From an optimization exercise on the open Yosys and OpenROAD flow, aimed at small area, a short achievable clock period and few clock cycles per item; shortcuts taken in it are not production practice.

== red ==
## keyframe_tangent_unit
module keyframe_tangent_unit
#(
   parameter int FRAC_BITS = 16
)
(
   input  wire logic        clock,
   input  wire logic        reset,
   input  wire logic        csr_wen,
   input  wire logic [1:0]  csr_wdata,    
   input  wire logic        req_tvalid,
   output logic             req_tready,
   input  wire logic [63:0] req_tdata,    
   input  wire logic        req_tlast,
   output logic             rsp_tvalid,
   input  wire logic        rsp_tready,
   output logic [63:0]      rsp_tdata,    
   output logic [9:0]       rsp_tuser,    
   output logic             rsp_tlast
);
   typedef enum logic [2:0] {S_PLAN, S_TIN, S_M2, S_M3, S_M4, S_DIV, S_FIX} state_type;
   typedef enum logic [1:0] {K_TIN, K_LIN, K_SM, K_RAT} kind_type;
   localparam logic [1:0] SEL_NK = 2'd0, SEL_KP = 2'd1, SEL_NP = 2'd2;
   logic [1:0]  mode_ff;
   logic [31:0] pt_ff, pv_ff, kt_ff, kv_ff, nt_ff, nv_ff;
   logic        hasp_ff, hask_ff, hasn_ff;
   logic [1:0]  kmode_ff, nmode_ff;
   logic        klast_ff, nlast_ff;
   logic        sx1_ff, sy1_ff, zx1_ff, zy1_ff;    
   state_type   state_ff;
   kind_type    kind_ff;
   logic [1:0]  xsel_ff, ysel_ff;
   logic [31:0] rem_ff, den_ff;
   logic [5:0]  cnt_ff;
   logic        neg_ff, first_ff, ovf_ff, dz_ff, tin0_ff;
   logic        sok_ff, al4_ff, zsm_ff;
   logic        hiseg_ff;                          
   logic [31:0] odhi_ff, odlo_ff;
   logic        ov_ff, olast_ff;
   logic [1:0]  omode_ff;
   logic [31:0] xf, xs, yf, ys, xmag, ymag;
   logic        xneg, xzero, yneg, yzero;
   logic        can_skip, can_skip8, do_skip8;
   logic [1:0]  digit;
   logic [31:0] rem_step, quo_step, rem_skip, quo_skip, rem_skip8, quo_skip8;
   logic [33:0] den3_ff;
   logic        den3ok_ff;
   kft_absdiff u_x (.f(xf), .s(xs), .mag(xmag), .neg(xneg), .zero(xzero));
   kft_absdiff u_y (.f(yf), .s(ys), .mag(ymag), .neg(yneg), .zero(yzero));
   kft_divstep4 u_div (
      .rem(rem_ff), .quo(odlo_ff), .den(den_ff), .den3(den3_ff), .can_skip(can_skip),
      .can_skip8(can_skip8), .rem_skip8(rem_skip8), .quo_skip8(quo_skip8),
      .digit(digit),
  ...
==> flow/config.mk <==
export PLATFORM = sky130hd
export DESIGN_NAME = keyframe_tangent_unit
export DESIGN_NICKNAME = keyframe_tangent_unit
export VERILOG_FILES = /design/flow/design.v
export SDC_FILE = /design/flow/constraint.sdc
export NUM_CORES = 4
export LEC_CHECK = 0
export CAP_MARGIN = 20
export CORE_MARGIN = 2
export CORE_UTILIZATION = 40
export PLACE_DENSITY = 0.6
export SLEW_MARGIN = 20
==> flow/constraint.sdc <==
create_clock -name core_clock -period 11.0 [get_ports {clock}]
set_input_delay 2.2000 -clock core_clock [delete_from_list [all_inputs] [get_ports {clock}]]
set_output_delay 2.2000 -clock core_clock [all_outputs]
set_load 0.01 [all_outputs]
standard.sh (not shown) runs the stock make flow with config.mk's settings and CLKGATE_MAP_FILE= SYNTH_SCRIPT=/design/flow/synth_recipe.tcl, a recipe that flattens the netlist after the stock synthesis.
==> flow/flow/run.sh <==
#!/bin/bash
# Standard layout, with repair_timing aiming below the design's period.
set -o pipefail
export SETUP_SLACK_MARGIN=6
bash standard.sh > standard.log 2>&1
red was carried through to the last stage, and its layout satisfied the timing, DRC and antenna checks.
What blue does differently from red at the input level:
-- flow/design.v --
<<< red, line 53
   input  wire logic [33:0] den3,
   output logic             can_skip,
   output logic             can_skip8,
   output logic [1:0]       digit,
   output logic [31:0]      rem_step,
>>> blue, line 53
   input  wire logic [33:0] den3,
   output logic             can_skip,
   output logic             can_skipb,
   output logic [1:0]       digit,
   output logic [31:0]      rem_step,
<<< red, line 59
   output logic [31:0]      rem_skip,
   output logic [31:0]      quo_skip,
   output logic [31:0]      rem_skip8,
   output logic [31:0]      quo_skip8
);
   logic [31:0] lead;    
   logic [31:0] mask, mask8;
   logic [33:0] t;
   logic [34:0] d1, d2, d3;
>>> blue, line 59
   output logic [31:0]      rem_skip,
   output logic [31:0]      quo_skip,
   output logic [31:0]      rem_skipb,
   output logic [31:0]      quo_skipb
);
   logic [31:0] lead;    
   logic [31:0] mask, maskb;
   logic [33:0] t;
   logic [34:0] d1, d2, d3;
<<< red, line 80
      can_skip = lead[4] && ~|(rem & mask);
      for (int i = 0; i < 32; i++) begin
         mask8[i] = (i + 9 <= 31) ? ~lead[(i + 9 <= 31) ? i + 9 : 31] : 1'b1;
      end
      can_skip8 = lead[8] && ~|(rem & mask8);
      t = {rem, quo[31:30]};
      ge1 = ~d1[34];
>>> blue, line 80
      can_skip = lead[4] && ~|(rem & mask);
      for (int i = 0; i < 32; i++) begin
         maskb[i] = (i + 15 <= 31) ? ~lead[(i + 15 <= 31) ? i + 15 : 31] : 1'b1;
      end
      can_skipb = lead[14] && ~|(rem & maskb);
      t = {rem, quo[31:30]};
      ge1 = ~d1[34];
<<< red, line 102
      quo_step = {quo[29:0], digit};
      rem_skip = {rem[27:0], quo[31:28]};
      quo_skip = {quo[27:0], 4'b0000};
      rem_skip8 = {rem[23:0], quo[31:24]};
      quo_skip8 = {quo[23:0], 8'h00};
   end
endmodule
>>> blue, line 102
      quo_step = {quo[29:0], digit};
      rem_skip = {rem[27:0], quo[31:28]};
      quo_skip = {quo[27:0], 4'd0};
      rem_skipb = {rem[17:0], quo[31:18]};
      quo_skipb = {quo[17:0], 14'd0};
   end
endmodule
<<< red, line 182
   logic [31:0] xf, xs, yf, ys, xmag, ymag;
   logic        xneg, xzero, yneg, yzero;
   logic        can_skip, can_skip8, do_skip8;
   logic [1:0]  digit;
   logic [31:0] rem_step, quo_step, rem_skip, quo_skip, rem_skip8, quo_skip8;
   logic [33:0] den3_ff;
   logic        den3ok_ff;
>>> blue, line 182
   logic [31:0] xf, xs, yf, ys, xmag, ymag;
   logic        xneg, xzero, yneg, yzero;
   logic        can_skip, can_skipb, do_skipb;
   logic [1:0]  digit;
   logic [31:0] rem_step, quo_step, rem_skip, quo_skip, rem_skipb, quo_skipb;
   logic [33:0] den3_ff;
   logic        den3ok_ff;
<<< red, line 191
   kft_divstep4 u_div (
      .rem(rem_ff), .quo(odlo_ff), .den(den_ff), .den3(den3_ff), .can_skip(can_skip),
      .can_skip8(can_skip8), .rem_skip8(rem_skip8), .quo_skip8(quo_skip8),
      .digit(digit),
      .rem_step(rem_step), .quo_step(quo_step), .rem_skip(rem_skip), .quo_skip(quo_skip)
>>> blue, line 191
   kft_divstep4 u_div (
      .rem(rem_ff), .quo(odlo_ff), .den(den_ff), .den3(den3_ff), .can_skip(can_skip),
      .can_skipb(can_skipb), .rem_skipb(rem_skipb), .quo_skipb(quo_skipb),
      .digit(digit),
      .rem_step(rem_step), .quo_step(quo_step), .rem_skip(rem_skip), .quo_skip(quo_skip)
<<< red, line 233
      ys = (ysel_ff == SEL_NK) ? kv_ff : pv_ff;
      smooth_ok = !zx1_ff && !zy1_ff && !xzero && !yzero && ((sx1_ff ^ sy1_ff) == (xneg ^ yneg));
      do_skip8 = can_skip8 && (cnt_ff >= 6'd10);
      do_skip = do_skip8 || (can_skip && (cnt_ff >= 6'd6));
      stall = !do_skip && !den3ok_ff;
      ovf_now = first_ff && digit[1] && !do_skip && !stall;
>>> blue, line 233
      ys = (ysel_ff == SEL_NK) ? kv_ff : pv_ff;
      smooth_ok = !zx1_ff && !zy1_ff && !xzero && !yzero && ((sx1_ff ^ sy1_ff) == (xneg ^ yneg));
      do_skipb = can_skipb && (cnt_ff >= 6'd16);
      do_skip = do_skipb || (can_skip && (cnt_ff >= 6'd6));
      stall = !do_skip && !den3ok_ff;
      ovf_now = first_ff && digit[1] && !do_skip && !stall;
<<< red, line 399
               ovf_ff <= 1'b1;
            end
            if (do_skip8) begin
               first_ff <= 1'b0;
               rem_ff <= rem_skip8;
               odlo_ff <= quo_skip8;
               cnt_ff <= cnt_ff - 6'd8;
            end else if (do_skip) begin
               first_ff <= 1'b0;
>>> blue, line 399
               ovf_ff <= 1'b1;
            end
            if (do_skipb) begin
               first_ff <= 1'b0;
               rem_ff <= rem_skipb;
               odlo_ff <= quo_skipb;
               cnt_ff <= cnt_ff - 6'd14;
            end else if (do_skip) begin
               first_ff <= 1'b0;
### Flow results
- blue: done, clean on timing, DRC and antenna
- red finished every stage and its layout cleared the timing, DRC and antenna checks.
- Changes observed in blue relative to red: met3 track demand over resource went up; minimum setup slack in the final design held; weighted congestion reported at the end of routability-driven placement now sits higher; final worst-path cycle share comparable.
No functional check of the RTL was part of any run of this note.

## static timing again, ports no longer ideal
How much do the figures lean on ideal ports? The routed layouts below were timed once more, with nothing changed but the port constraints. Step 1: set_driving_cell puts a clkbuf_16 on clock and a buf_2 on each other input, an assumption about the parent block. Step 2 adds t to the input delays and takes it off the output delays; t is the mean of the earliest and latest rising clock arrival at the registers after step 1. Input paths then give back, and output paths get back, about the clock's delay inside the block. Slacks: ideal / step 1 / step 2; pairs: ideal / step 1.
run | t (ns) | setup slack, ns | worst data-port slew with drivers (ns)
red | 0.661 | 5.709 / 5.669 / 5.562 | 0.06
blue | 0.655 | 5.708 / 5.661 / 5.661 | 0.05
After both steps setup and hold are still met in every run listed. The setup slack of red, which loses most, moves by -0.040 ns with the drivers and by -0.147 ns with both steps.
